Context: an optimization exercise on an open-source flow, tuned for small area. The choices shown serve that exercise and are no tape-out recipe.
Function was checked by simulation only, so behaviour that the tests miss may differ from the original.
Power is estimated from default activity; no workload was simulated.

`design/flow/constraint.sdc`:
```
create_clock -name core_clock -period 11.0 [get_ports {clk}]
set_input_delay 2.2000 -clock core_clock [delete_from_list [all_inputs] [get_ports {clk}]]
set_output_delay 2.2000 -clock core_clock [all_outputs]
set_load 0.01 [all_outputs]
```
`design/flow/config.mk`:
```
export PLATFORM = sky130hd
export DESIGN_NAME = midpoint_ellipse_point_generator_unit
export DESIGN_NICKNAME = midpoint_ellipse_point_generator_unit
export VERILOG_FILES = /design/flow/design.v
export SDC_FILE = /design/flow/constraint.sdc
export NUM_CORES = 4
export LEC_CHECK = 0
export CAP_MARGIN = 20
export CORE_MARGIN = 2
export CORE_UTILIZATION = 40
export SLEW_MARGIN = 20
```
`design/flow/standard.sh`:
```
#!/bin/bash
# synth_recipe.tcl (not shown) runs the flow's synth.tcl, then flattens the netlist and writes it again
# the make line also repeats each setting of config.mk as NAME=value (left out here)
make -C /OpenROAD-flow-scripts/flow DESIGN_CONFIG=/design/flow/config.mk WORK_HOME=/design/flow/orfs CLKGATE_MAP_FILE= SYNTH_SCRIPT=/design/flow/synth_recipe.tcl "${@:-finish}"
```
`design/flow/design.v`:
```
`timescale 1ns / 1ps
`default_nettype none
package mepg_pkg;
	localparam logic [2:0] S_IDLE  = 3'd0;   
	localparam logic [2:0] S_START = 3'd1;   
	localparam logic [2:0] S_INIT  = 3'd2;   
	localparam logic [2:0] S_RC    = 3'd3;   
	localparam logic [2:0] S_ZERO  = 3'd4;   
	localparam logic [2:0] S_PRES  = 3'd5;   
	localparam logic [2:0] S_WADV  = 3'd6;   
	localparam logic [2:0] S_ADV   = 3'd7;   
endpackage
`default_nettype wire
`timescale 1ns / 1ps
`default_nettype none
module mepg_ctrl (
	input  wire         clk,
	input  wire         en,
	input  wire         init,
	input  wire         cin,
	input  wire         ld,
	input  wire         ld_a,
	input  wire         b,
	input  wire         zero,
	output logic        din,
	output logic [12:0] q
);
	logic s;
	mepg_datapath u_add (
		.clk  (clk),
		.init (init),
		.cin  (cin),
		.a    (ld ? ld_a : q[0]),
		.b    (b),
		.s    (s)
	);
	assign din = s & ~zero;
	always_ff @(posedge clk) begin
		if (en) begin
			q <= {din, q[12:1]};
		end
	end
endmodule
`default_nettype wire
`timescale 1ns / 1ps
`default_nettype none
module mepg_datapath (
	input  wire  clk,
	input  wire  init,
	input  wire  cin,
	input  wire  a,
	input  wire  b,
	output logic s
);
	logic cq, ci;
	assign ci = init ? cin : cq;
	assign s  = a ^ b ^ ci;
	always_ff @(posedge clk) begin
		cq <= (a & b) | (a & ci) | (b & ci);
	end
endmodule
`default_nettype wire
`timescale 1ns / 1ps
`default_nettype none
import mepg_pkg::*;
module midpoint_ellipse_point_generator_unit
#(
	parameter int RADIUS_BITS = 10,
	parameter int COORD_BITS  = 12
) (
	input  wire                          clk,
	input  wire                          arst_n,
	input  wire                          psel,
	input  wire                          penable,
	input  wire                          pwrite,
	input  wire  [2:0]                   paddr,
	input  wire  [31:0]                  pwdata,
	output logic [31:0]                  prdata,
	output logic                         pready,
	input  wire                          item_valid,
	output logic                         item_ready,
	input  wire                          item_command,
	input  wire  [RADIUS_BITS-1:0]       item_radius_x,
	input  wire  [RADIUS_BITS-1:0]       item_radius_y,
	input  wire  signed [COORD_BITS-1:0] item_centre_x,
	input  wire  signed [COORD_BITS-1:0] item_centre_y,
	output logic                         result_valid,
	input  wire                          result_ready,
	output logic signed [COORD_BITS:0]   result_right_x,
	output logic signed [COORD_BITS:0]   result_left_x,
	output logic signed [COORD_BITS:0]   result_upper_y,
	output logic signed [COORD_BITS:0]   result_lower_y,
	output logic                         result_lower_valid,
	output logic                         result_visible,
	output logic                         result_done_res
);
	logic       upper_q;
	logic [7:0] skip_q;
	assign pready = 1'b1;
	always_ff @(posedge clk or negedge arst_n) begin
		if (!arst_n) begin
			upper_q <= 1'b0;
			skip_q  <= '0;
		end else if (psel && penable && pwrite) begin
			if (paddr[2]) begin
				skip_q <= pwdata[7:0];
			end else begin
				upper_q <= pwdata[0];
			end
		end
	end
	assign prdata = paddr[2] ? {24'b0, skip_q} : {31'b0, upper_q};
	logic       h;
	logic [4:0] q;
	logic       l20, c39, c0, q11;
	always_ff @(posedge clk or negedge arst_n) begin
		if (!arst_n) begin
			h <= 1'b0;
			q <= 5'd11;
		end else begin
			q <= (q == 5'd19) ? 5'd0 : q + 5'd1;
			h <= h ^ l20;
		end
	end
	assign l20 = (q == 5'd10);                    
	assign q11 = (q == 5'd11);                    
	assign c39 = h & l20;
	assign c0  = ~h & q11;
	logic ge1, ge2, ge9, ge10, ge11;
	logic w0, w1, w2, w9, w10, w11;    
	logic cge2, clt37, pw, pw0, pwl;
	assign ge9   = (q <= 5'd10);                  
	assign ge10  = ge9 & (q != 5'd0);
	assign ge11  = ge10 & (q != 5'd1);
	assign ge1   = ~q11;
	assign ge2   = ~q11 & (q != 5'd12);
	assign w0    = ~h;
	assign w1    = h ^ ge1;
	assign w2    = h ^ ge2;
	assign w9    = h ^ ge9;
	assign w10   = h ^ ge10;
	assign w11   = h ^ ge11;
	assign cge2  = h | ge2;
	assign clt37 = ~(h & (q >= 5'd8) & ge9);      
	assign pw    = (~h & ge9) | (h & ~ge2);       
	assign pw0   = ~h & (q == 5'd0);
	assign pwl   = h & (q == 5'd12);
	logic       rx_s, ry_s, cx_s, cy_s;
	logic [3:0] p;
	logic       rxm, rym;
	always_comb begin
		rx_s = 1'b0;
		ry_s = 1'b0;
		cx_s = item_centre_x[COORD_BITS-1];
		cy_s = item_centre_y[COORD_BITS-1];
		if (q < 5'd10) begin
			rx_s = item_radius_x[q[3:0]];
			ry_s = item_radius_y[q[3:0]];
		end
		if (q < 5'd11) begin
			cx_s = item_centre_x[q[3:0]];
			cy_s = item_centre_y[q[3:0]];
		end
	end
	assign rxm = (p < 4'd10) ? item_radius_x[p] : 1'b0;
	assign rym = (p < 4'd10) ? item_radius_y[p] : 1'b0;
	logic [2:0] st;
	logic       live, sec;             
	logic       ge_q, dneg_q, ylt0;
	logic [2:0] m_q;
	logic [7:0] n_q;
	logic in_s, in_i, in_r, in_z, in_a;
	logic is_k, is_f, is_r0, is_r1, last_k;
	logic xinc, ydec;
	assign in_s   = (st == S_START);
	assign in_i   = (st == S_INIT);
	assign in_r   = (st == S_RC);
	assign in_z   = (st == S_ZERO);
	assign in_a   = (st == S_ADV);
	assign is_k   = in_i & ~p[3];                  
	assign is_f   = in_i & p[3];                   
	assign last_k = in_i & (p[3:1] == 3'd3);
	assign is_r0  = in_r & ~p[1];
	assign is_r1  = in_r & p[1];
	assign xinc = ~sec | dneg_q;                   
	assign ydec = sec | ~dneg_q;                   
	logic [19:0] ra, rb;
	logic [39:0] rsx, rsy, rd;
	logic a0, a2, a4, b0, b2, b4, sx2, sx4, sy2, sy4, ak0, ak1, ak2;
	assign a0  = ra[0]  & w0;
	assign a2  = ra[19] & w1;
	assign a4  = ra[18] & w2;
	assign b0  = rb[0]  & w0;
	assign b2  = rb[19] & w1;
	assign b4  = rb[18] & w2;
	assign sx2 = rsx[39] & ~c0;
	assign sx4 = rsx[38];
	assign sy2 = rsy[39] & ~c0;
	assign sy4 = rsy[38] & cge2;
	assign ak0 = ra[11] & w9;
	assign ak1 = ra[10] & w10;
	assign ak2 = ra[9]  & w11;
	logic x_base, x_op, x_init, x_s;
	assign x_base = in_s ? (ra[1] & ~l20 & (p != 4'd0)) : rsx[0];
	assign x_op   = in_s ? (rxm & rx_s) : (xinc & b2);
	assign x_init = in_s ? q11 : c0;
	mepg_datapath u_x (.clk(clk), .init(x_init), .cin(1'b0), .a(x_base), .b(x_op), .s(x_s));
	logic y_base, y_op, y_cin, y_s;
	assign y_base = in_s ? (rb[1] & ~l20 & (p != 4'd0)) : rsy[0];
	assign y_op   = in_s ? (rym & ry_s) : (ydec & ~a2);
	assign y_cin  = ~in_s & ydec;
	mepg_datapath u_y (.clk(clk), .init(x_init), .cin(y_cin), .a(y_base), .b(y_op), .s(y_s));
	logic d_base, o1, o2, o3, i1, i2, i3, s1, s2, s3;
	assign d_base = is_k ? (rd[3] & clt37 & (p[3:1] != 3'd0)) : (is_f ? 1'b0 : rd[0]);
	always_comb begin
		o1 = 1'b0; i1 = 1'b0;
		o2 = 1'b0; i2 = 1'b0;
		o3 = 1'b0; i3 = 1'b0;
		if (in_a) begin
			o1 = xinc ? sx4 : a4;
			o2 = xinc & b4;
			o3 = ydec & sy4;  i3 = ydec;
		end else if (is_r0) begin
			o1 = sx2;         i1 = 1'b1;
			o2 = sy2;         i2 = 1'b1;
			o3 = a0;
		end else if (is_r1) begin
			o1 = a2;
			o2 = b2;          i2 = 1'b1;
			o3 = b0;          i3 = 1'b1;    
		end else if (is_k) begin
			o1 = m_q[0] & ak0;
			o2 = m_q[1] & ak1;
			o3 = m_q[2] & ak2;
		end else if (is_f) begin
			o1 = a0;
			o2 = b4;
			o3 = sy2;         i3 = 1'b1;
		end
	end
	mepg_datapath u_d1 (.clk(clk), .init(c0), .cin(i1), .a(d_base), .b(o1 ^ i1), .s(s1));
	mepg_datapath u_d2 (.clk(clk), .init(c0), .cin(i2), .a(s1),     .b(o2 ^ i2), .s(s2));
	mepg_datapath u_d3 (.clk(clk), .init(c0), .cin(i3 & ~is_r1), .a(s2),     .b(o3 ^ i3), .s(s3));
	logic ra_in, rb_in, rsx_in, rsy_in, rd_in;
	assign ra_in  = in_s ? x_s : ra[0];
	assign rb_in  = in_s ? y_s : rb[0];
	assign rd_in  = (in_a | in_r | in_i) ? s3 : rd[0];
	assign rsx_in = in_s ? (~h & ry_s) :
	                is_k ? (~last_k & rsx[3] & clt37) :
	                in_a ? x_s : rsx[0];
	assign rsy_in = last_k ? (rd[39] & ~c0) :
	                in_a ? y_s : rsy[0];
	always_ff @(posedge clk) begin
		ra  <= {ra_in, ra[19:1]};
		rb  <= {rb_in, rb[19:1]};
		rsx <= {rsx_in, rsx[39:1]};
		rsy <= {rsy_in, rsy[39:1]};
		rd  <= {rd_in, rd[39:1]};
	end
	logic g_s;
	mepg_datapath u_g (.clk(clk), .init(c0), .cin(1'b1), .a(rsx_in), .b(~rsy_in), .s(g_s));
	always_ff @(posedge clk) begin
		if (c39 && (in_a || in_r || in_i)) begin
			dneg_q <= s3;
			ge_q   <= ~g_s;
		end
		if (c39) begin
			m_q <= rsx[12:10];
		end
	end
	logic pos_en, ld;
	logic xr_d, xl_d, yu_d, yl_d, yd_s;
	assign pos_en = pw & (in_s | in_a | in_z);
	assign ld     = in_s;
	mepg_ctrl u_xr (.clk(clk), .en(pos_en), .init(pw0), .cin(~ld & xinc), .ld(ld), .ld_a(cx_s),
		.b(1'b0), .zero(in_z), .din(xr_d), .q(result_right_x));
	mepg_ctrl u_xl (.clk(clk), .en(pos_en), .init(pw0), .cin(1'b0), .ld(ld), .ld_a(cx_s),
		.b(~ld & xinc), .zero(in_z), .din(xl_d), .q(result_left_x));
	mepg_ctrl u_yu (.clk(clk), .en(pos_en), .init(pw0), .cin(1'b0), .ld(ld), .ld_a(cy_s),
		.b(ld ? ry_s : ydec), .zero(in_z), .din(yu_d), .q(result_upper_y));
	mepg_ctrl u_yl (.clk(clk), .en(pos_en), .init(pw0), .cin(ld | ydec), .ld(ld), .ld_a(cy_s),
		.b(ld & ~ry_s), .zero(in_z), .din(yl_d), .q(result_lower_y));
	mepg_datapath u_yd (.clk(clk), .init(pw0), .cin(1'b1), .a(yu_d), .b(~yl_d), .s(yd_s));
	always_ff @(posedge clk) begin
		if (pwl && pos_en) begin
			ylt0 <= yd_s;
		end
	end
	logic take_start;
	assign take_start = in_s & c39 & (p == 4'd9);
	assign item_ready = (st == S_IDLE) ? (c39 & item_command) : take_start;
	always_ff @(posedge clk or negedge arst_n) begin
		if (!arst_n) begin
			st   <= S_IDLE;
			live <= 1'b0;
			sec  <= 1'b0;
		end else begin
			unique case (st)
				S_IDLE: begin
					if (c39 && item_valid) begin
						if (!item_command) begin
							st <= S_START;
						end else if (live && !sec && ge_q) begin
							st <= S_RC;
						end else if (live && !(sec && ylt0)) begin
							st <= S_PRES;
						end else begin
							st   <= S_ZERO;
							live <= 1'b0;
						end
					end
				end
				S_START: begin
					if (take_start) begin
						st   <= S_INIT;
						live <= 1'b1;
						sec  <= 1'b0;
					end
				end
				S_INIT: begin
					if (c39 && item_valid && !item_command) begin
						st <= S_START;
					end else if (c39 && (p == 4'd9)) begin
						st <= S_IDLE;
					end
				end
				S_RC: begin
					if (c39 && (p == 4'd3)) begin
						sec <= 1'b1;
						if (ylt0) begin
							st   <= S_ZERO;
							live <= 1'b0;
						end else begin
							st <= S_PRES;
						end
					end
				end
				S_ZERO: begin
					if (c39) begin
						st <= S_PRES;
					end
				end
				S_PRES: begin
					if (result_ready) begin
						st <= live ? S_WADV : S_IDLE;
					end
				end
				S_WADV, S_ADV: begin
					if (c39) begin
						if (item_valid && !item_command) begin
							st <= S_START;
						end else begin
							st <= in_a ? S_IDLE : S_ADV;
						end
					end
				end
				default: begin
					st <= S_IDLE;
				end
			endcase
		end
	end
	always_ff @(posedge clk) begin
		if (in_s || in_i || in_r) begin
			if (l20) begin
				p <= ((p == 4'd9) || (in_i && h && item_valid && !item_command)) ? 4'd0 : p + 4'd1;
			end
		end else begin
			p <= '0;
		end
	end
	always_ff @(posedge clk) begin
		if (take_start || (in_r && c39 && (p == 4'd3))) begin
			n_q <= '0;
		end else if (in_a && c39 && (n_q != 8'hFF)) begin
			n_q <= n_q + 8'd1;
		end
	end
	assign result_valid       = (st == S_PRES);
	assign result_done_res    = ~live;
	assign result_visible     = live & (n_q >= skip_q);
	assign result_lower_valid = result_visible & ~upper_q;
endmodule
`default_nettype wire
```
`design/flow/flow/run.sh`:
```
#!/bin/bash
# Standard ORFS layout with smaller port buffers, a lighter clock tree and one
# tie cell per polarity. Each tool's output is in standard.log and orfs/logs.
export BUFFER_PORTS_ARGS="-buffer_cell sky130_fd_sc_hd__buf_1"
export CTS_ARGS="-sink_clustering_enable -repair_clock_nets -buf_list sky130_fd_sc_hd__clkbuf_8 -sink_clustering_size 20 -sink_clustering_max_diameter 50 -dont_use_dummy_load"
export SKIP_REPAIR_TIE_FANOUT=1
bash standard.sh > standard.log 2>&1
```
==> out/qor.yml, run 1 <==
synth:
  synth_edf_count: 58
  seq_area_frac_synth_pct: 64.9
  yosys_warnings: 3
  syn_nets: 816
  synth_top_area_share_pct: 40.3
  netlist_instances: 700
  ys_types: 76
  syn_area_um2: 9100
  synth_seq_cells: 261
  yosysMostFrequentCell: "dfxtp_1"
  netlist.top_cell.by_area: "dfxtp_1"
  synth_commonest_cells: "dfxtp_1, edfxtp_1, nor2_1, nand2_1, o21ai_0"
  ys.flop_type: "dfxtp_1"
  async_flop_share_pct: 7.66
  syn_area_per_cell_um2: 13.0
  ys_top_cells_by_area: "dfxtp_1, edfxtp_1, dfrtp_1, ha_1, mux4_2"
die:
  die_w_um: 155
  dieHeight_um: 155
  start_util_pct: 40.4
  core_area_um2: 22500
  die_area_um2: 24000
  io_pins: 177
  rows: 55
clock_network:
  cts_buffers: 24
  htreeDepth: 1
  clock-sinks: 261
  clkTransAtPathRegs_ns: 0.11
  cts_tree: "built"
  cts_setup_buffers: 0
  ctsHoldBuffers: 0
  cts_resized: 0
  cts_buffer_depth: 3
  clk_latency_ns: 0.56
  cts_root_buf: "clkbuf_8"
global_route:
  grt_pass1_vias: 5197
  grt_use_total_pct: 14.1
  grt_max_degree: 53
  overflow: 0
  grt_pass1_wl_mm: 27.1
  antenna_found_initial: 0
placed_design:
  dpl.cell_count: 1065
  gp_congestion: 0.842
  postPlaceCellArea_um2: 9620
  port_buffers: 125
  dpl_worst_slack_ns: 5.76
  dp_hpwl_mm: 11.8
status:
  status: "no timing/DRC/antenna violations"
timing:
  setup-tns-final_ns: 0
  setup_viol: 0
  fin_worst_skew_ns: 0.0696
  hold_ws_ns: 0.271
  slew_viol_final: 0
  max_clock_freq_mhz: 194
  rsz0062_at_grt: "no"
  hold_violations: 0
  worstMarginPinSlew_ns: 0.834
  postLayoutSetupSlackWorst_ns: 5.85
  max-slew-margin-rel_pct: 44.3
  fin_crit_sh_pct: 46.8
  fin_crit_ns: 5.15
hold_path:
  hold_path.class: "reg2reg"
setup_path:
  timing.critical_path.mode_cell: "nand2_1"
  startpoint_type: "flop"
  cp_slowest_cell: "dfstp_2"
  cp.arrival_ns: 2.95
  worstSetupPathType: "reg2out"
  worstPathCellList: "nand2_1, nor4_4, ha_1, nand2_1, nor2_1, buf_1"
  crit_family: "simple AND/OR/NAND/NOR gates"
  end_kind: "output pin"
  cpPeakStageDelay_ns: 0.77
  cp_max_fo: 16
  required_ns: 8.80
  cp.buffers_inverters: 1
drt:
  vias: 5348
  dr.pass1.iters: 5
  drcViolationCount: 0
  drtIter0Drc: 360
  wl_per_cell_um: 15.6
  routed_via_density: 4.91
  ant_nets: 0
  drt_wl_total_mm: 17.0
layout:
  multi_input_area_um2: 2750
  ff_latch_area_um2: 5910
  syn_to_final_growth_pct: 9.38
  nets: 922
  stdcell_count: 1089
  fin_area_um2: 9950
  fillers: 2082
  n_antenna_cell: 0
  drive_above_1_share_pct: 9.08
  fin_util_pct: 44.2
power_and_ir_drop:
  power_density_nw_per_um2: 236
  p_total_mw: 2.34
  peakVddDrop_uv: 101
  p_leak_nw: 3.76
flow_run:
  cap_violations: 0
==> layer usage <==
metal	global-route usage (%)	vias to the layer above	part of all wire, %
li1	-	2601	-
met1	19.2	2603	46
met2	23.4	121	47
met3	2.24	23	5.5
met4	3.84	0	1.7
met5	0	-	0
==> final timing paths <==
check / from / end / slack [ns] / cells past startpoint
worst max-delay path: q[1]$_DFF_PN1_ / item_ready / 5.85 / 6
worst min-delay path: rd[16]$_DFF_P_ / rd[15]$_DFF_P_ / 0.27 / 0
worst max register to register: q[0]$_DFF_PN1_ / rd[39]$_DFF_P_ / 6.54 / 12
worst min register to register: rd[16]$_DFF_P_ / rd[15]$_DFF_P_ / 0.27 / 0
max in group asynchronous: arst_n / q[3]$_DFF_PN1_ / 9.05 / 2
min in group asynchronous: arst_n / st[1]$_DFFE_PN0P_ / 1.61 / 2
==> final cells by class <==
cell class	instances	area share [%]
sequential	261	59.4
multi-input combinational	362	27.6
timing repair buffer	129	5.02
tap	285	3.58
clock buffer	24	3.32
inverter	28	1.06
==> where the power goes <==
part	leakage [nW]	internal, mW	total (mW)	switching, mW
sequential	2.28	1.25	1.36	0.104
clock	0.173	0.194	0.472	0.277
combinational	1.30	0.172	0.515	0.343
==> cells in the final DEF, fill, tap and decap left out, drive strengths merged, types with 11 or more instances in the layout <==
cell type  count
buf          129
ha            19
dfxtp        183
a21oi         23
mux2i         14
nand2         48
nand3         13
mux4          11
nor2b         11
clkbuf        24
mux2          16
edfxtp        58
xnor2         12
o21ai         33
nor2          50
inv           27
dfrtp         17
==> state kept, by name, summed over array words and instances (netlist names), 4 cells and up <==
name	flops
u_xr.q	13
rsx	40
u_yl.q	13
n_q	8
rsy	40
u_yu.q	13
skip_q	8
q	5
u_xl.q	13
ra	20
rb	20
p	4
rd	40
==> cell families (layout without fill, tap and decap cells) <==
logic type | Yosys count | after routing | share of synthesized area, %
compound gates | 99 | 99 | 7.62
xor+xnor | 14 | 14 | 1.35
fa+ha+maj | 29 | 29 | 4.81
buf+inv | 77 | 181 | 4.90
flops | 261 | 261 | 64.9
mux | 41 | 41 | 6.33
other cells | 2 | 2 | 0.0825
simple gates | 177 | 177 | 9.97
==> run 2: changes to the inputs <==
--- a/design/flow/design.v
+++ b/design/flow/design.v
@@ -293,7 +293,6 @@
 		if (!arst_n) begin
 			st   <= S_IDLE;
 			live <= 1'b0;
-			sec  <= 1'b0;
 		end else begin
 			unique case (st)
 				S_IDLE: begin
@@ -314,7 +313,6 @@
 					if (take_start) begin
 						st   <= S_INIT;
 						live <= 1'b1;
-						sec  <= 1'b0;
 					end
 				end
 				S_INIT: begin
@@ -326,7 +324,6 @@
 				end
 				S_RC: begin
 					if (c39 && (p == 4'd3)) begin
-						sec <= 1'b1;
 						if (ylt0) begin
 							st   <= S_ZERO;
 							live <= 1'b0;
@@ -361,6 +358,13 @@
 		end
 	end
 	always_ff @(posedge clk) begin
+		if (take_start) begin
+			sec <= 1'b0;
+		end else if (in_r && c39 && (p == 4'd3)) begin
+			sec <= 1'b1;
+		end
+	end
+	always_ff @(posedge clk) begin
 		if (in_s || in_i || in_r) begin
 			if (l20) begin
 				p <= ((p == 4'd9) || (in_i && h && item_valid && !item_command)) ? 4'd0 : p + 4'd1;
@@ -370,14 +374,13 @@
 		end
 	end
 	always_ff @(posedge clk) begin
-		if (take_start || (in_r && c39 && (p == 4'd3))) begin
-			n_q <= '0;
-		end else if (in_a && c39 && (n_q != 8'hFF)) begin
-			n_q <= n_q + 8'd1;
-		end
+		n_q <= (take_start || (in_r && c39 && (p == 4'd3))) ? 8'd0 :
+		        n_q + {7'd0, in_a & c39 & ~(&n_q)};
 	end
 	assign result_valid       = (st == S_PRES);
 	assign result_done_res    = ~live;
+	logic [8:0] n_diff;
+	assign n_diff = '0;
 	assign result_visible     = live & (n_q >= skip_q);
 	assign result_lower_valid = result_visible & ~upper_q;
 endmodule
==> design/flow/flow/run.sh (replaced) <==
#!/bin/bash
# The standard ORFS layout (standard.sh) with these changes:
#  - synthesis maps the logic with an area-oriented ABC script (flow/abc_area.script);
#    everything else in synthesis, the registers included, is as standard;
#  - ports are buffered with sky130_fd_sc_hd__buf_1;
#  - the clock tree uses clkbuf_8 with sinks clustered, and no dummy loads;
#  - one tie cell per polarity.
# make's output goes to standard.log; each ORFS step logs under orfs/logs.
set -euo pipefail
HERE=$(pwd)
{
  echo "proc abc {args} { set i [lsearch \$args -script]; if {\$i >= 0} { lset args [expr {\$i+1}] $HERE/flow/abc_area.script }; yosys abc {*}\$args }"
  cat synth_recipe.tcl
} > synth_recipe_area.tcl
export BUFFER_PORTS_ARGS="-buffer_cell sky130_fd_sc_hd__buf_1"
export CTS_ARGS="-sink_clustering_enable -repair_clock_nets -buf_list sky130_fd_sc_hd__clkbuf_8 -sink_clustering_size 20 -sink_clustering_max_diameter 50 -dont_use_dummy_load"
export SKIP_REPAIR_TIE_FANOUT=1
bash standard.sh SYNTH_SCRIPT=$HERE/synth_recipe_area.tcl finish > standard.log 2>&1
==> design/flow/flow/abc_area.script (new file) <==
strash
dc2
dch -f
amap
topo
dnsize -c
==> run 2 against run 1 <==
Net effect:
- global-route usage is 0.11 points higher
- largest cell class unchanged
- still clean on timing, DRC and antenna
- cell area is 4.1% lower
- register-to-register slack worse by 0.91 ns
==> out/qor.yml, run 2 <==
status:
  status: "no timing/DRC/antenna violations"
setup_path:
  required_ns: 8.80
  worstSetupPathType: "reg2out"
  cp.arrival_ns: 3.73
  cp_max_fo: 8
  end_kind: "output pin"
  startpoint_type: "flop"
layout:
  stdcell_count: 1108
  layout_commonest_cell: "dfxtp_1"
  syn_to_final_growth_pct: 11.4
  mostFrequentLayoutCells: "dfxtp_1, buf_1, nor2_1, clkinv_1, edfxtp_1"
  drive_above_1_share_pct: 3.72
  nets: 952
  reg_top3: "rd (40), rsx (40), rsy (40)"
  n_antenna_cell: 0
clock_network:
  cts_tree: "built"
  ctsHoldBuffers: 0
  clk_latency_ns: 0.56
  cts_setup_buffers: 0
  cts_root_buf: "clkbuf_8"
  cts_buffer_depth: 3
  cts_buffers: 24
  cts_resized: 0
  clkTransAtPathRegs_ns: 0.10
  clock-sinks: 261
  htreeDepth: 1
synth:
  ys_types: 45
  syn_area_per_cell_um2: 12.1
  synth_top_area_share_pct: 43.0
  synth_seq_cells: 261
  seq_area_frac_synth_pct: 69.0
  ys.flop_type: "dfxtp_1"
  syn_area_um2: 8560
  async_flop_share_pct: 7.28
  netlist.top_cell.by_area: "dfxtp_1"
  yosysMostFrequentCell: "dfxtp_1"
  synth_edf_count: 58
  yosys_warnings: 3
  synth_commonest_cells: "dfxtp_1, nor2_1, clkinv_1, edfxtp_1, nand2_1"
  ys_top_cells_by_area: "dfxtp_1, edfxtp_1, dfrtp_1, nor2_1, clkinv_1"
  syn_nets: 823
  netlist_instances: 706
power_and_ir_drop:
  swShare_pct: 29.9
  peakVddDrop_uv: 110
  power_density_nw_per_um2: 239
  p_leak_nw: 3.53
  p_switching_mw: 0.682
  p_seq_share_pct: 59.5
  intPower_mw: 1.60
  comb_power_share_pct: 19.8
  clockPowerShare_pct: 20.7
global_route:
  grt_use_total_pct: 14.2
  grt_max_degree: 54
  overflow: 0
  use_met3_pct: 2.64
  gr-usage-met1_pct: 20.2
  grt_pass1_wl_mm: 25.7
  grt.busiest_layer: "met2"
  met2_usage_pct: 21.8
  grt_pass1_vias: 5130
  antenna_found_initial: 1
timing:
  max-slew-margin-rel_pct: 37.4
  setup-tns-final_ns: 0
  max_clock_freq_mhz: 169
  fin_crit_ns: 5.93
  worstMarginPinSlew_ns: 0.928
  fin_crit_sh_pct: 53.9
  slew_viol_final: 0
  setup_viol: 0
  rsz0062_at_grt: "no"
  fin_worst_skew_ns: 0.0980
  hold_violations: 0
placed_design:
  dpl.cell_count: 1084
  port_buffers: 125
  dp_hpwl_mm: 11.7
  gp_congestion: 0.875
die:
  rows: 53
  die_w_um: 150
  dieHeight_um: 150
  start_util_pct: 40.7
  die_area_um2: 22600
  io_pins: 177
  core_area_um2: 21000
flow_run:
  cap_violations: 0
drt:
  drtIter0Drc: 329
  vias: 5389
  ant_nets: 0
  routed_via_density: 4.86
  wl_per_cell_um: 14.7
  drt_wl_total_mm: 16.3
  dr.pass1.iters: 5
  drcViolationCount: 0
hold_path:
  hold_path.class: "reg2reg"
run 2: changes by cell type in the layout (fill, tap and decap cells not counted), sizes merged, moves of 14 or more:
| cell | delta |
|---|---|
| a22oi | +18 |
| o22ai | +20 |
| nor2 | +31 |
| inv | -27 |
| mux2 | -16 |
| clkinv | +66 |
| mux2i | -14 |
run 2: kinds of logic after synthesis:
family / after synthesis / share of synthesized area [%]
flops: 261 / 69.0
simple gates: 180 / 9.21
compound gates: 141 / 11.3
buf+inv: 92 / 5.13
fa+ha+maj: 30 / 5.26
other cells: 2 / 0.0877
run 2: layout make-up:
class | count | area [µm²]
Clock buffer | 24 | 330
Fill cell | 1967 | 11500
Inverter | 67 | 251
Multi-Input combinational cell | 353 | 2220
Sequential cell | 261 | 5900
Tap cell | 275 | 344
Timing Repair Buffer | 128 | 492
run 2: critical path: stages (launching register included):
cell	delay, ns
dfstp_2	0.60
clkinv_1	0.25
nor2_1	0.27
clkinv_1	0.20
nor3_1	0.48
ha_1	0.48
clkinv_1	0.30
nor2_1	0.24
nand2_1	0.14
nand2_1	0.10
buf_1	0.15
run 2: routing by layer:
layer,vias up,wire [µm],share of wire (%)
met3,33,921,5.6
met4,0,406,2.5
met1,2534,7870,48
met2,135,7130,44
li1,2687,-,-
met5,-,0,0
run 2: stage by stage:
stage / hold slack, ns / utilization (%) / total power, mW / setup WS, ns / instance area [µm²]
2_1_floorplan: 0.310 / - / 1.64 / 6.05 / 8560
3_3_place_gp: 0.310 / 43.8 / 1.83 / 5.46 / 9210
3_5_place_dp: 0.312 / 43.8 / 1.84 / 5.48 / 9210
4_1_cts: 0.265 / 45.4 / 2.32 / 5.00 / 9540
5_1_grt: 0.266 / 45.4 / 2.42 / 4.66 / 9540
6_report: 0.267 / 45.4 / 2.28 / 5.07 / 9540
run 2: power by group through the flow:
stage / Combinational (mW) / Sequential [mW] / Clock, mW
floorplan: 0.226 / 1.41 / 0
CTS: 0.462 / 1.36 / 0.497
finish: 0.452 / 1.36 / 0.472
global route: 0.506 / 1.38 / 0.530
detailed placement: 0.458 / 1.38 / 0
global placement: 0.460 / 1.37 / 0
run 2: path summary, 6_finish.rpt:
kind | startpoint | to | slack [ns] | depth (start not counted)
max | q[1]$_DFF_PN1_ | item_ready | 5.07 | 10
min in group asynchronous | arst_n | q[2]$_DFF_PN0_ | 1.64 | 2
min reg2reg | rsy[12]$_DFF_P_ | rsy[11]$_DFF_P_ | 0.27 | 0
max in group asynchronous | arst_n | q[3]$_DFF_PN1_ | 9.08 | 2
min | rsy[12]$_DFF_P_ | rsy[11]$_DFF_P_ | 0.27 | 0
max reg2reg | q[1]$_DFF_PN1_ | rd[39]$_DFF_P_ | 5.63 | 16
==> run 3: changes to the inputs <==
--- a/design/flow/design.v
+++ b/design/flow/design.v
@@ -5,7 +5,7 @@
 	localparam logic [2:0] S_START = 3'd1;   
 	localparam logic [2:0] S_INIT  = 3'd2;   
 	localparam logic [2:0] S_RC    = 3'd3;   
-	localparam logic [2:0] S_ZERO  = 3'd4;   
+	localparam logic [2:0] S_PREP  = 3'd4;   
 	localparam logic [2:0] S_PRES  = 3'd5;   
 	localparam logic [2:0] S_WADV  = 3'd6;   
 	localparam logic [2:0] S_ADV   = 3'd7;   
@@ -126,6 +126,10 @@
 	assign q11 = (q == 5'd11);                    
 	assign c39 = h & l20;
 	assign c0  = ~h & q11;
+	logic c32, cge32, cge33;
+	assign c32   = h & (q == 5'd3);
+	assign cge32 = h & (q >= 5'd3) & (q <= 5'd10);
+	assign cge33 = cge32 & ~c32;
 	logic ge1, ge2, ge9, ge10, ge11;
 	logic w0, w1, w2, w9, w10, w11;    
 	logic cge2, clt37, pw, pw0, pwl;
@@ -166,16 +170,15 @@
 	assign rym = (p < 4'd10) ? item_radius_y[p] : 1'b0;
 	logic [2:0] st;
 	logic       live, sec;             
-	logic       ge_q, dneg_q, ylt0;
+	logic       dneg_q, ylt0, sat_q, vis_q, vc_q;
 	logic [2:0] m_q;
-	logic [7:0] n_q;
 	logic in_s, in_i, in_r, in_z, in_a;
 	logic is_k, is_f, is_r0, is_r1, last_k;
 	logic xinc, ydec;
 	assign in_s   = (st == S_START);
 	assign in_i   = (st == S_INIT);
 	assign in_r   = (st == S_RC);
-	assign in_z   = (st == S_ZERO);
+	assign in_z   = (st == S_PREP) & ~live;
 	assign in_a   = (st == S_ADV);
 	assign is_k   = in_i & ~p[3];                  
 	assign is_f   = in_i & p[3];                   
@@ -193,8 +196,8 @@
 	assign b0  = rb[0]  & w0;
 	assign b2  = rb[19] & w1;
 	assign b4  = rb[18] & w2;
-	assign sx2 = rsx[39] & ~c0;
-	assign sx4 = rsx[38];
+	assign sx2 = rsx[39] & ~c0 & ~cge33;
+	assign sx4 = rsx[38] & cge2 & ~cge33;
 	assign sy2 = rsy[39] & ~c0;
 	assign sy4 = rsy[38] & cge2;
 	assign ak0 = ra[11] & w9;
@@ -202,7 +205,7 @@
 	assign ak2 = ra[9]  & w11;
 	logic x_base, x_op, x_init, x_s;
 	assign x_base = in_s ? (ra[1] & ~l20 & (p != 4'd0)) : rsx[0];
-	assign x_op   = in_s ? (rxm & rx_s) : (xinc & b2);
+	assign x_op   = in_s ? (rxm & rx_s) : ((xinc & b2) | (in_a & c32));    
 	assign x_init = in_s ? q11 : c0;
 	mepg_datapath u_x (.clk(clk), .init(x_init), .cin(1'b0), .a(x_base), .b(x_op), .s(x_s));
 	logic y_base, y_op, y_cin, y_s;
@@ -247,7 +250,7 @@
 	assign rd_in  = (in_a | in_r | in_i) ? s3 : rd[0];
 	assign rsx_in = in_s ? (~h & ry_s) :
 	                is_k ? (~last_k & rsx[3] & clt37) :
-	                in_a ? x_s : rsx[0];
+	                in_a ? x_s : (rsx[0] & ~(in_r & cge32));           
 	assign rsy_in = last_k ? (rd[39] & ~c0) :
 	                in_a ? y_s : rsy[0];
 	always_ff @(posedge clk) begin
@@ -258,11 +261,10 @@
 		rd  <= {rd_in, rd[39:1]};
 	end
 	logic g_s;
-	mepg_datapath u_g (.clk(clk), .init(c0), .cin(1'b1), .a(rsx_in), .b(~rsy_in), .s(g_s));
+	mepg_datapath u_g (.clk(clk), .init(c0), .cin(1'b1), .a(rsx_in & ~cge32), .b(~rsy_in), .s(g_s));
 	always_ff @(posedge clk) begin
 		if (c39 && (in_a || in_r || in_i)) begin
 			dneg_q <= s3;
-			ge_q   <= ~g_s;
 		end
 		if (c39) begin
 			m_q <= rsx[12:10];
@@ -299,13 +301,13 @@
 					if (c39 && item_valid) begin
 						if (!item_command) begin
 							st <= S_START;
-						end else if (live && !sec && ge_q) begin
-							st <= S_RC;
-						end else if (live && !(sec && ylt0)) begin
-							st <= S_PRES;
+						end else if (live && !sec && !g_s) begin
+							st <= S_RC;                    
 						end else begin
-							st   <= S_ZERO;
-							live <= 1'b0;
+							st <= S_PREP;
+							if (sec && ylt0) begin
+								live <= 1'b0;
+							end
 						end
 					end
 				end
@@ -324,15 +326,13 @@
 				end
 				S_RC: begin
 					if (c39 && (p == 4'd3)) begin
+						st <= S_PREP;
 						if (ylt0) begin
-							st   <= S_ZERO;
 							live <= 1'b0;
-						end else begin
-							st <= S_PRES;
 						end
 					end
 				end
-				S_ZERO: begin
+				S_PREP: begin
 					if (c39) begin
 						st <= S_PRES;
 					end
@@ -373,15 +373,37 @@
 			p <= '0;
 		end
 	end
+	logic sk_s, v_ci, v_co;
+	always_comb begin
+		unique case (q)
+			5'd3:    sk_s = skip_q[0];
+			5'd4:    sk_s = skip_q[1];
+			5'd5:    sk_s = skip_q[2];
+			5'd6:    sk_s = skip_q[3];
+			5'd7:    sk_s = skip_q[4];
+			5'd8:    sk_s = skip_q[5];
+			5'd9:    sk_s = skip_q[6];
+			default: sk_s = skip_q[7];
+		endcase
+	end
+	assign v_ci = c32 ? 1'b1 : vc_q;
+	assign v_co = (rsx[0] & ~sk_s) | (rsx[0] & v_ci) | (~sk_s & v_ci);
 	always_ff @(posedge clk) begin
-		n_q <= (take_start || (in_r && c39 && (p == 4'd3))) ? 8'd0 :
-		        n_q + {7'd0, in_a & c39 & ~(&n_q)};
+		vc_q <= v_co;
+		if (take_start || (in_r && c39 && (p == 4'd3))) begin
+			sat_q <= 1'b0;
+		end else if (in_a && c39 && rsx[0] && !x_s) begin
+			sat_q <= 1'b1;                         
+		end
+		if ((st == S_PREP) && c39) begin
+			vis_q <= v_co;
+		end
 	end
 	assign result_valid       = (st == S_PRES);
 	assign result_done_res    = ~live;
 	logic [8:0] n_diff;
 	assign n_diff = '0;
-	assign result_visible     = live & (n_q >= skip_q);
+	assign result_visible     = live & (sat_q | vis_q);
 	assign result_lower_valid = result_visible & ~upper_q;
 endmodule
 `default_nettype wire
--- a/design/flow/flow/run.sh
+++ b/design/flow/flow/run.sh
@@ -13,6 +13,6 @@
   cat synth_recipe.tcl
 } > synth_recipe_area.tcl
 export BUFFER_PORTS_ARGS="-buffer_cell sky130_fd_sc_hd__buf_1"
-export CTS_ARGS="-sink_clustering_enable -repair_clock_nets -buf_list sky130_fd_sc_hd__clkbuf_8 -sink_clustering_size 20 -sink_clustering_max_diameter 50 -dont_use_dummy_load"
+export CTS_ARGS="-sink_clustering_enable -repair_clock_nets -buf_list sky130_fd_sc_hd__clkbuf_16 -sink_clustering_size 30 -sink_clustering_max_diameter 50 -dont_use_dummy_load"
 export SKIP_REPAIR_TIE_FANOUT=1
 bash standard.sh SYNTH_SCRIPT=$HERE/synth_recipe_area.tcl finish > standard.log 2>&1
==> run 3 against run 2 <==
Net effect:
- clock skew fell by 0.042 ns
- clock-buffer cell count fell by 3
- global-route usage rose by 1.1 points
- first-iteration DRC count fell by 3.3%
- via count rose by 0.95%
- clock power rose by 32%
- total power rose by 7.4%
- flip-flop and latch count fell by 6
- die area fell by 2.7%
- setup slack got worse by 0.20 ns
- cell count fell by 2.8%
- utilization rose by 1.3 points
- critical path type unchanged
- largest cell class unchanged
- largest power group unchanged
- highest routed layer unchanged
==> out/qor.yml, run 3 <==
layout:
  multi_input_area_um2: 2110
  reg_top3: "rd (40), rsx (40), rsy (40)"
  mostFrequentLayoutCells: "dfxtp_1, buf_1, nor2_1, clkinv_1, edfxtp_1"
  drive_above_1_share_pct: 3.59
  n_antenna_cell: 0
  nets: 917
  ff_latch_area_um2: 5780
  layout_commonest_cell: "dfxtp_1"
  fillers: 1875
  syn_to_final_growth_pct: 14.1
clock_network:
  cts_buffer_depth: 3
  clock-sinks: 255
  clkTransAtPathRegs_ns: 0.09
  cts_setup_buffers: 0
  cts_root_buf: "clkbuf_16"
  cts_resized: 0
  ctsHoldBuffers: 0
  htreeDepth: 1
  cts_tree: "built"
  clk_latency_ns: 0.51
  cts_buffers: 21
global_route:
  antenna_found_initial: 0
  grt_use_total_pct: 15.2
  grt_max_degree: 53
  grt_pass1_vias: 5161
  grt_pass1_wl_mm: 26.9
  overflow: 0
timing:
  slew_viol_final: 0
  max_clock_freq_mhz: 163
  hold_violations: 0
  fin_crit_sh_pct: 55.7
  fin_worst_skew_ns: 0.0556
  fin_crit_ns: 6.12
  setup_viol: 0
  setup-tns-final_ns: 0
  hold_ws_ns: 0.282
  rsz0062_at_grt: "no"
  max-slew-margin-rel_pct: 38.0
  worstMarginPinSlew_ns: 0.923
setup_path:
  cp_slowest_cell: "dfstp_2"
  required_ns: 8.80
  cpPeakStageDelay_ns: 0.63
  timing.critical_path.mode_cell: "clkinv_1"
  worstPathCellList: "clkinv_1, nor2_1, clkinv_1, nor4_2, ha_1, nand4_1, nor2_1, clkinv_1, o31ai_1, buf_1"
  cp_max_fo: 9
  startpoint_type: "flop"
  end_kind: "output pin"
  worstSetupPathType: "reg2out"
  cp.arrival_ns: 3.92
die:
  io_pins: 177
  start_util_pct: 40.9
  die_area_um2: 22000
  core_area_um2: 20400
  die_w_um: 148
  rows: 52
  dieHeight_um: 148
synth:
  synth_top_area_share_pct: 42.8
  netlist.top_cell.by_area: "dfxtp_1"
  seq_area_frac_synth_pct: 69.5
  synth_compound_area_share_pct: 12.1
  ys_top_cells_by_area: "dfxtp_1, edfxtp_1, dfrtp_1, nor2_1, clkinv_1"
  synth_edf_count: 58
  synthAdderAreaFrac_pct: 4.06
  syn_area_um2: 8330
  yosysMostFrequentCell: "dfxtp_1"
  synth_commonest_cells: "dfxtp_1, nor2_1, clkinv_1, edfxtp_1, o21ai_0"
  synth-simple-area-share_pct: 8.91
  yosys_warnings: 3
  syn_area_per_cell_um2: 12.2
  ys_types: 48
  synth.area.mux_share_pct: 0
  syn_nets: 792
  synth_seq_cells: 255
  async_flop_share_pct: 7.45
  synth_top_family_by_area: "compound AO/OA/AOI/OAI gates"
  netlist_instances: 684
  ys.flop_type: "dfxtp_1"
  synth_xor_area_share_pct: 0
drt:
  ant_nets: 0
  dr.pass1.iters: 4
  drcViolationCount: 0
  wl_per_cell_um: 15.9
  routed_via_density: 5.05
  drt_wl_total_mm: 17.1
  vias: 5440
  drtIter0Drc: 318
power_and_ir_drop:
  peakVddDrop_uv: 152
  power_density_nw_per_um2: 258
  p_leak_nw: 3.43
hold_path:
  hold_path.class: "reg2reg"
status:
  status: "no timing/DRC/antenna violations"
flow_run:
  cap_violations: 0
placed_design:
  dp_hpwl_mm: 12.3
  gp_congestion: 0.871
  port_buffers: 125
==> run 3: cell types whose count changed in the layout (fill, tap and decap cells not counted), sizes merged, moves of 7 or more <==
cell	previous run	this run
o221ai	0	10
ha	20	11
o21ai	22	31
nand2	37	29
a22oi	18	11
==> run 3: logic make-up (layout without fill, tap and decap cells) <==
group | Yosys count | in the layout
DFF | 255 | 255
and+or+nand+nor | 166 | 166
AOI/OAI and AO/OA | 146 | 146
buffers and inverters | 94 | 217
adders and majority gates | 21 | 21
other | 2 | 2
==> run 3: cell type report <==
cell class                      instances  area share [%]
Sequential cell                       255            60.9
Tap cell                              270            3.56
Clock buffer                           21            5.53
Inverter                               69            2.73
Multi-Input combinational cell        335            22.2
Timing Repair Buffer                  127            5.11
==> run 3: per-stage QoR <==
step / cell area [µm²] / instances / worst slack (ns) / utilization (%) / power, mW
2_1_floorplan: 8330 / 684 / 5.00 / - / 1.65
3_3_place_gp: 8970 / 1056 / 4.86 / 44.0 / 1.85
3_5_place_dp: 8970 / 1056 / 5.07 / 44.1 / 1.85
4_1_cts: 9500 / 1077 / 4.84 / 46.6 / 2.48
5_1_grt: 9500 / 1077 / 4.51 / 46.6 / 2.59
6_report: 9500 / 1077 / 4.88 / 46.6 / 2.45
==> run 3: report_power, final <==
group	total [mW]	switching [mW]	leakage (nW)	internal, mW
Combinational	0.471	0.326	0.928	0.145
Clock	0.623	0.287	0.259	0.336
Sequential	1.36	0.0955	2.24	1.26
Total	2.45	0.708	3.43	1.74
==> run 3: worst paths after layout <==
kind / slack [ns] / cells past startpoint / endpoint / from
max: 4.88 / 10 / item_ready / q[1]$_DFF_PN1_
min: 0.28 / 0 / rsy[0]$_DFF_P_ / rsy[1]$_DFF_P_
max reg2reg: 5.27 / 18 / rd[39]$_DFF_P_ / q[1]$_DFF_PN1_
min reg2reg: 0.28 / 0 / rsy[0]$_DFF_P_ / rsy[1]$_DFF_P_
max in group asynchronous: 8.98 / 1 / q[0]$_DFF_PN1_ / arst_n
min in group asynchronous: 1.67 / 1 / skip_q[4]$_DFFE_PN0P_ / arst_n
==> run 3: critical path, delay by kind of cell, from the launching register on <==
family	cells	cell delay, ns
fa+ha+maj	1	0.52
flops	1	0.63
buf+inv	4	0.83
simple gates	4	1.38
compound gates	1	0.09
==> run 3: metal layers <==
| layer | vias to the layer above | global-route usage, % | wire (µm) |
|---|---|---|---|
| met5 | - | 0 | 0 |
| met4 | 0 | 4.29 | 293 |
| met3 | 24 | 3.13 | 1140 |
| met2 | 175 | 23.3 | 7470 |
| met1 | 2604 | 22.2 | 8230 |
| li1 | 2637 | - | - |
==> run 4: changes to the inputs <==
--- a/design/flow/flow/run.sh
+++ b/design/flow/flow/run.sh
@@ -13,6 +13,6 @@
   cat synth_recipe.tcl
 } > synth_recipe_area.tcl
 export BUFFER_PORTS_ARGS="-buffer_cell sky130_fd_sc_hd__buf_1"
-export CTS_ARGS="-sink_clustering_enable -repair_clock_nets -buf_list sky130_fd_sc_hd__clkbuf_16 -sink_clustering_size 30 -sink_clustering_max_diameter 50 -dont_use_dummy_load"
+export CTS_ARGS="-sink_clustering_enable -repair_clock_nets -buf_list sky130_fd_sc_hd__clkbuf_8 -sink_clustering_size 25 -sink_clustering_max_diameter 40 -dont_use_dummy_load"
 export SKIP_REPAIR_TIE_FANOUT=1
 bash standard.sh SYNTH_SCRIPT=$HERE/synth_recipe_area.tcl finish > standard.log 2>&1
==> run 4 against run 3 <==
Net effect:
- sequential share of layout area up 1.0 points
- routed wire length about the same
- cell count is 0.56% higher
- largest cell class unchanged
- still clean on timing, DRC and antenna
- clock power fell by 21%
- hold slack worse by 0.0098 ns
==> out/qor.yml, run 4 <==
drt:
  vias: 5492
  dr.pass1.iters: 4
  ant_nets: 0
  drt_wl_total_mm: 17.1
  wl_per_cell_um: 15.8
  routed_via_density: 5.07
  drtIter0Drc: 345
  drcViolationCount: 0
die:
  die_area_um2: 22000
  io_pins: 177
  core_area_um2: 20400
  die_w_um: 148
  rows: 52
  start_util_pct: 40.9
  dieHeight_um: 148
clock_network:
  clkTransAtPathRegs_ns: 0.12
  cts_root_buf: "clkbuf_8"
  clk_latency_ns: 0.55
  ctsHoldBuffers: 0
  cts_setup_buffers: 0
  cts_buffers: 27
  clock-sinks: 255
  cts_resized: 0
  cts_tree: "built"
  cts_buffer_depth: 3
  htreeDepth: 1
placed_design:
  dpl.cell_count: 1056
  port_buffers: 125
  dp_hpwl_mm: 12.3
  postPlaceCellArea_um2: 8970
  gp_congestion: 0.871
hold_path:
  worstHoldEndpoint: "rd[32]$_DFF_P_"
  hold_path.class: "reg2reg"
  hold_start: "rd[33]$_DFF_P_"
  whs_path_depth: 0
setup_path:
  reg2reg_slack_ns: 5.23
  cp.arrival_ns: 3.99
  worstSetupPathType: "reg2out"
  worstPathCellList: "clkinv_1, nor2_1, clkinv_1, nor4_2, ha_1, nand4_1, nor2_1, clkinv_1, o31ai_1, buf_1"
  cp_max_fo: 9
  end_kind: "output pin"
  timing.critical_path.mode_cell: "clkinv_1"
  startpoint_type: "flop"
  cp.buffers_inverters: 4
  required_ns: 8.80
  r2r_end: "rd[39]$_DFF_P_"
  crit_family: "simple AND/OR/NAND/NOR gates"
  cpPeakStageDelay_ns: 0.63
  cp_slowest_cell: "dfstp_2"
  r2r_start: "q[1]$_DFF_PN1_"
  reg2regPathDepth: 18
layout:
  drive_above_1_share_pct: 4.31
  mostFrequentLayoutCells: "dfxtp_1, buf_1, nor2_1, clkinv_1, edfxtp_1"
  stdcell_count: 1083
  layout_commonest_cell: "dfxtp_1"
  n_antenna_cell: 0
  syn_to_final_growth_pct: 12.2
  reg_top3: "rd (40), rsx (40), rsy (40)"
  fin_area_um2: 9350
  fillers: 1897
  nets: 923
synth:
  ys_types: 48
  syn_nets: 792
  async_flop_share_pct: 7.45
  synth_commonest_cells: "dfxtp_1, nor2_1, clkinv_1, edfxtp_1, o21ai_0"
  synth_edf_count: 58
  seq_area_frac_synth_pct: 69.5
  synth_seq_cells: 255
  ys.flop_type: "dfxtp_1"
  yosys_warnings: 3
  syn_area_um2: 8330
  netlist_instances: 684
  ys_top_cells_by_area: "dfxtp_1, edfxtp_1, dfrtp_1, nor2_1, clkinv_1"
  synth_top_area_share_pct: 42.8
  syn_area_per_cell_um2: 12.2
  netlist.top_cell.by_area: "dfxtp_1"
  yosysMostFrequentCell: "dfxtp_1"
power_and_ir_drop:
  p_total_mw: 2.32
  p_switching_mw: 0.696
  p_seq_share_pct: 58.5
  p_leak_nw: 3.37
  clockPowerShare_pct: 21.2
  swShare_pct: 30.0
  comb_power_share_pct: 20.3
  peakVddDrop_uv: 152
  intPower_mw: 1.62
  power_density_nw_per_um2: 248
global_route:
  grt_pass1_vias: 5194
  grt_max_degree: 53
  grt_pass1_wl_mm: 27.0
  grt_use_total_pct: 15.3
  antenna_found_initial: 0
  overflow: 0
timing:
  fin_crit_ns: 6.19
  worstMarginPinSlew_ns: 0.989
  setup_viol: 0
  setup-tns-final_ns: 0
  max-slew-margin-rel_pct: 33.5
  fin_worst_skew_ns: 0.0876
  hold_violations: 0
  fin_crit_sh_pct: 56.3
  rsz0062_at_grt: "no"
  slew_viol_final: 0
  max_clock_freq_mhz: 161
flow_run:
  cap_violations: 0
status:
  status: "no timing/DRC/antenna violations"
==> run 4: area by class of cell <==
class | count | area (µm²) | area share (%)
multi-input cells | 335 | 2110 | 22.5
clock buffers | 27 | 372 | 3.98
flip-flops and latches | 255 | 5780 | 61.9
inverters | 69 | 259 | 2.77
well taps | 270 | 338 | 3.61
repair buffers | 127 | 485 | 5.19
==> run 4: how the worst max path moves through the flow <==
stage / to / slack [ns] / from / depth (start not counted)
finish: item_ready / 4.81 / q[1]$_DFF_PN1_ / 10
global route: item_ready / 4.43 / q[1]$_DFF_PN1_ / 10
CTS: item_ready / 4.77 / q[1]$_DFF_PN1_ / 10
detailed placement: st[1]$_DFFE_PN0P_ / 5.07 / item_radius_x[4] / 18
global placement: rd[39]$_DFF_P_ / 4.86 / q[1]$_DFF_PN1_ / 18
floorplan: u_xl.q[0]$_DFFE_PP_ / 5.00 / q[1]$_DFF_PN1_ / 6
==> run 4: logic make-up after synthesis <==
| logic type | share of synthesized area, % |
|---|---|
| AO/OA/AOI/OAI | 12.1 |
| adder cells (fa/ha/maj) | 4.06 |
| buffers and inverters | 5.36 |
| flip-flops | 69.5 |
| other | 0.0902 |
| AND/OR/NAND/NOR | 8.91 |
==> run 4: through the flow <==
step           utilization, %  setup slack (ns)  hold slack [ns]
3_3_place_gp             44.0              4.86            0.310
6_report                 45.9              4.81            0.272
3_5_place_dp             44.1              5.07            0.312
2_1_floorplan               -              5.00            0.310
5_1_grt                  45.9              4.43            0.275
4_1_cts                  45.9              4.77            0.270
==> run 4: power by group through the flow <==
| stage | combinational [mW] | sequential (mW) | clock [mW] |
|---|---|---|---|
| 2_1_floorplan | 0.239 | 1.41 | 0 |
| 3_3_place_gp | 0.475 | 1.37 | 0 |
| 3_5_place_dp | 0.473 | 1.38 | 0 |
| 4_1_cts | 0.474 | 1.36 | 0.514 |
| 5_1_grt | 0.524 | 1.38 | 0.551 |
| 6_report | 0.470 | 1.36 | 0.492 |
==> run 4: layer usage <==
metal | up-vias | GRT usage, % | part of all wire, %
met2 | 207 | 23.2 | 43
met5 | - | 0 | 0
met4 | 0 | 4.81 | 2.4
met3 | 34 | 3.01 | 7.2
met1 | 2613 | 22.1 | 48
li1 | 2638 | - | -
==> run 5: changes to the inputs <==
--- a/design/flow/flow/run.sh
+++ b/design/flow/flow/run.sh
@@ -13,6 +13,6 @@
   cat synth_recipe.tcl
 } > synth_recipe_area.tcl
 export BUFFER_PORTS_ARGS="-buffer_cell sky130_fd_sc_hd__buf_1"
-export CTS_ARGS="-sink_clustering_enable -repair_clock_nets -buf_list sky130_fd_sc_hd__clkbuf_8 -sink_clustering_size 25 -sink_clustering_max_diameter 40 -dont_use_dummy_load"
+export CTS_ARGS="-sink_clustering_enable -repair_clock_nets -buf_list sky130_fd_sc_hd__clkbuf_8 -sink_clustering_size 20 -sink_clustering_max_diameter 50 -dont_use_dummy_load"
 export SKIP_REPAIR_TIE_FANOUT=1
 bash standard.sh SYNTH_SCRIPT=$HERE/synth_recipe_area.tcl finish > standard.log 2>&1
==> run 5 against run 4 <==
Net effect:
- clock power down 7.7%
- clock-buffer cell count down 4
- hold slack worse by 0.026 ns
- global-route usage about the same
- cell count down 0.37%
- via count down 0.47%
- register-to-register slack better by 0.05 ns
- clock skew down 0.022 ns
- non-clock buffer count unchanged
- flip-flop and latch count unchanged
- maximum frequency up 0.40%
- die area unchanged
- critical path type unchanged
- critical endpoint unchanged
- highest routed layer unchanged
==> out/qor.yml, run 5 <==
clock_network:
  clock-sinks: 255
  cts_root_buf: "clkbuf_8"
  cts_tree: "built"
  htreeDepth: 1
  ctsHoldBuffers: 0
  cts_setup_buffers: 0
  clk_latency_ns: 0.53
  clkTransAtPathRegs_ns: 0.10
  cts_buffers: 23
  cts_buffer_depth: 3
  cts_resized: 0
global_route:
  grt_use_total_pct: 15.2
  overflow: 0
  grt_pass1_vias: 5195
  antenna_found_initial: 0
  grt_pass1_wl_mm: 26.9
  grt_max_degree: 53
power_and_ir_drop:
  peakVddDrop_uv: 151
  power_density_nw_per_um2: 245
  p_leak_nw: 3.34
timing:
  max_clock_freq_mhz: 162
  setup_viol: 0
  slew_viol_final: 0
  fin_crit_ns: 6.17
  worstMarginPinSlew_ns: 0.957
  max-slew-margin-rel_pct: 35.7
  rsz0062_at_grt: "no"
  setup-tns-final_ns: 0
  fin_crit_sh_pct: 56.1
  hold_violations: 0
  fin_worst_skew_ns: 0.0660
  hold_ws_ns: 0.246
die:
  die_area_um2: 22000
  dieHeight_um: 148
  start_util_pct: 40.9
  core_area_um2: 20400
  io_pins: 177
  rows: 52
  die_w_um: 148
setup_path:
  cpPeakStageDelay_ns: 0.63
  reg2reg_slack_ns: 5.28
  worstPathCellList: "clkinv_1, nor2_1, clkinv_1, nor4_2, ha_1, nand4_1, nor2_1, clkinv_1, o31ai_1, buf_1"
  cp.arrival_ns: 3.97
  r2r_end: "rd[39]$_DFF_P_"
  cp_slowest_cell: "dfstp_2"
  timing.critical_path.mode_cell: "clkinv_1"
  end_kind: "output pin"
  crit_family: "simple AND/OR/NAND/NOR gates"
  required_ns: 8.80
  reg2regPathDepth: 18
  startpoint_type: "flop"
  worstSetupPathType: "reg2out"
  cp_max_fo: 9
  cp.buffers_inverters: 4
  r2r_start: "q[1]$_DFF_PN1_"
synth:
  ys.flop_type: "dfxtp_1"
  synth_edf_count: 58
  ys_top_cells_by_area: "dfxtp_1, edfxtp_1, dfrtp_1, nor2_1, clkinv_1"
  ys_types: 48
  seq_area_frac_synth_pct: 69.5
  async_flop_share_pct: 7.45
  syn_area_per_cell_um2: 12.2
  yosysMostFrequentCell: "dfxtp_1"
  netlist.top_cell.by_area: "dfxtp_1"
  yosys_warnings: 3
  synth_seq_cells: 255
  synth_commonest_cells: "dfxtp_1, nor2_1, clkinv_1, edfxtp_1, o21ai_0"
  synth_top_area_share_pct: 42.8
  netlist_instances: 684
  syn_area_um2: 8330
  syn_nets: 792
drt:
  drt_wl_total_mm: 17.1
  vias: 5466
  wl_per_cell_um: 15.8
  routed_via_density: 5.07
  ant_nets: 0
  drtIter0Drc: 330
  dr.pass1.iters: 4
  drcViolationCount: 0
layout:
  layout_commonest_cell: "dfxtp_1"
  drive_above_1_share_pct: 3.83
  fin_area_um2: 9290
  syn_to_final_growth_pct: 11.6
  nets: 919
  fin_util_pct: 45.6
  multi_input_area_um2: 2110
  fillers: 1893
  reg_top3: "rd (40), rsx (40), rsy (40)"
  mostFrequentLayoutCells: "dfxtp_1, buf_1, nor2_1, clkinv_1, edfxtp_1"
  ff_latch_area_um2: 5780
  n_antenna_cell: 0
  stdcell_count: 1079
hold_path:
  whs_path_depth: 0
  hold_start: "rd[17]$_DFF_P_"
  worstHoldEndpoint: "rd[16]$_DFF_P_"
  hold_path.class: "reg2reg"
placed_design:
  port_buffers: 125
  gp_congestion: 0.871
  postPlaceCellArea_um2: 8970
  dpl.cell_count: 1056
  dp_hpwl_mm: 12.3
flow_run:
  cap_violations: 0
status:
  status: "no timing/DRC/antenna violations"
==> run 5: cell counts after synthesis <==
No cell type changed its count.
==> run 5: power breakdown <==
group / total, mW / switching (mW) / internal (mW)
sequential: 1.36 / 0.0972 / 1.26
clock: 0.454 / 0.267 / 0.187
combinational: 0.468 / 0.324 / 0.144
==> run 5: area by class of cell <==
type	count	share of cell area (%)
inverter	69	2.79
clock buffer	23	3.41
multi-input combinational	335	22.7
tap	270	3.64
sequential	255	62.3
timing repair buffer	127	5.23
==> run 5: routing by layer <==
metal	global-route usage, %	wire (µm)
met1	22.3	8190
met2	23.2	7370
met3	2.98	1190
met4	4.33	329
met5	0	0
==> run 5: worst max-delay path by stage <==
stage / to / depth (start not counted) / start / slack, ns
floorplan: u_xl.q[0]$_DFFE_PP_ / 6 / q[1]$_DFF_PN1_ / 5.00
global placement: rd[39]$_DFF_P_ / 18 / q[1]$_DFF_PN1_ / 4.86
detailed placement: st[1]$_DFFE_PN0P_ / 18 / item_radius_x[4] / 5.07
CTS: item_ready / 10 / q[1]$_DFF_PN1_ / 4.81
global route: item_ready / 10 / q[1]$_DFF_PN1_ / 4.47
finish: item_ready / 10 / q[1]$_DFF_PN1_ / 4.83
==> run 5: per-stage QoR <==
| step | power (mW) | setup WS [ns] |
|---|---|---|
| final | 2.28 | 4.83 |
| after detailed placement | 1.85 | 5.07 |
| after global placement | 1.85 | 4.86 |
| after global routing | 2.42 | 4.47 |
| after CTS | 2.31 | 4.81 |
| after floorplan | 1.65 | 5.00 |
==> run 5: worst register-to-register path, stage by stage (launching register included) <==
cell      delay (ns)
dfstp_2         0.63
clkinv_1        0.29
nor2_1          0.27
clkinv_1        0.21
nor4_2          0.63
nor2_1          0.27
nor2_1          0.32
clkinv_1        0.19
nor2_1          0.21
nand2_1         0.11
nor4bb_1        0.14
a311o_1         0.28
o311a_1         0.14
a21oi_1         0.21
fa_1            0.47
fa_1            0.52
fa_1            0.59
nor2_1          0.06
a21oi_1         0.11
==> run 5: cells by family (layout without fill, tap and decap cells) <==
| family | after synthesis | in the layout | share of synthesized area, % |
|---|---|---|---|
| flops | 255 | 255 | 69.5 |
| simple gates | 166 | 166 | 8.91 |
| compound gates | 146 | 146 | 12.1 |
| buf+inv | 94 | 219 | 5.36 |
| fa+ha+maj | 21 | 21 | 4.06 |
| other cells | 2 | 2 | 0.0902 |

==> re-timing with driven ports <==
No port has a modelled driver above. Below, the same layouts with a new extraction and two added sets of constraints.
Step 1: set_driving_cell puts a clkbuf_16 on clk and a buf_2 on each other input, an assumption about the parent block.
Step 2 also shifts input and output timing later by t, the mid clock arrival at the registers, as if the neighbouring blocks saw the same clock.
Slacks: ideal ports / drivers / drivers and shift; pairs: ideal ports / drivers.
run | t (ns) | setup WS [ns] | latest minus earliest clock arrival (ns) | worst slew at a driven data input, ns
run 1 | 0.567 | 5.849 / 5.806 / 5.819 | 0.070 / 0.071 | 0.04
run 2 | 0.548 | 5.074 / 5.037 / 5.432 | 0.099 / 0.099 | 0.04
run 3 | 0.518 | 4.876 / 4.840 / 4.941 | 0.056 / 0.056 | 0.07
run 4 | 0.544 | 4.807 / 4.772 / 4.929 | 0.088 / 0.087 | 0.07
run 5 | 0.528 | 4.831 / 4.796 / 4.973 | 0.069 / 0.069 | 0.07
After both steps every run listed still meets setup and hold. For run 1, which loses most, drivers alone change the setup slack by -0.043 ns; drivers and shift together by -0.030 ns.
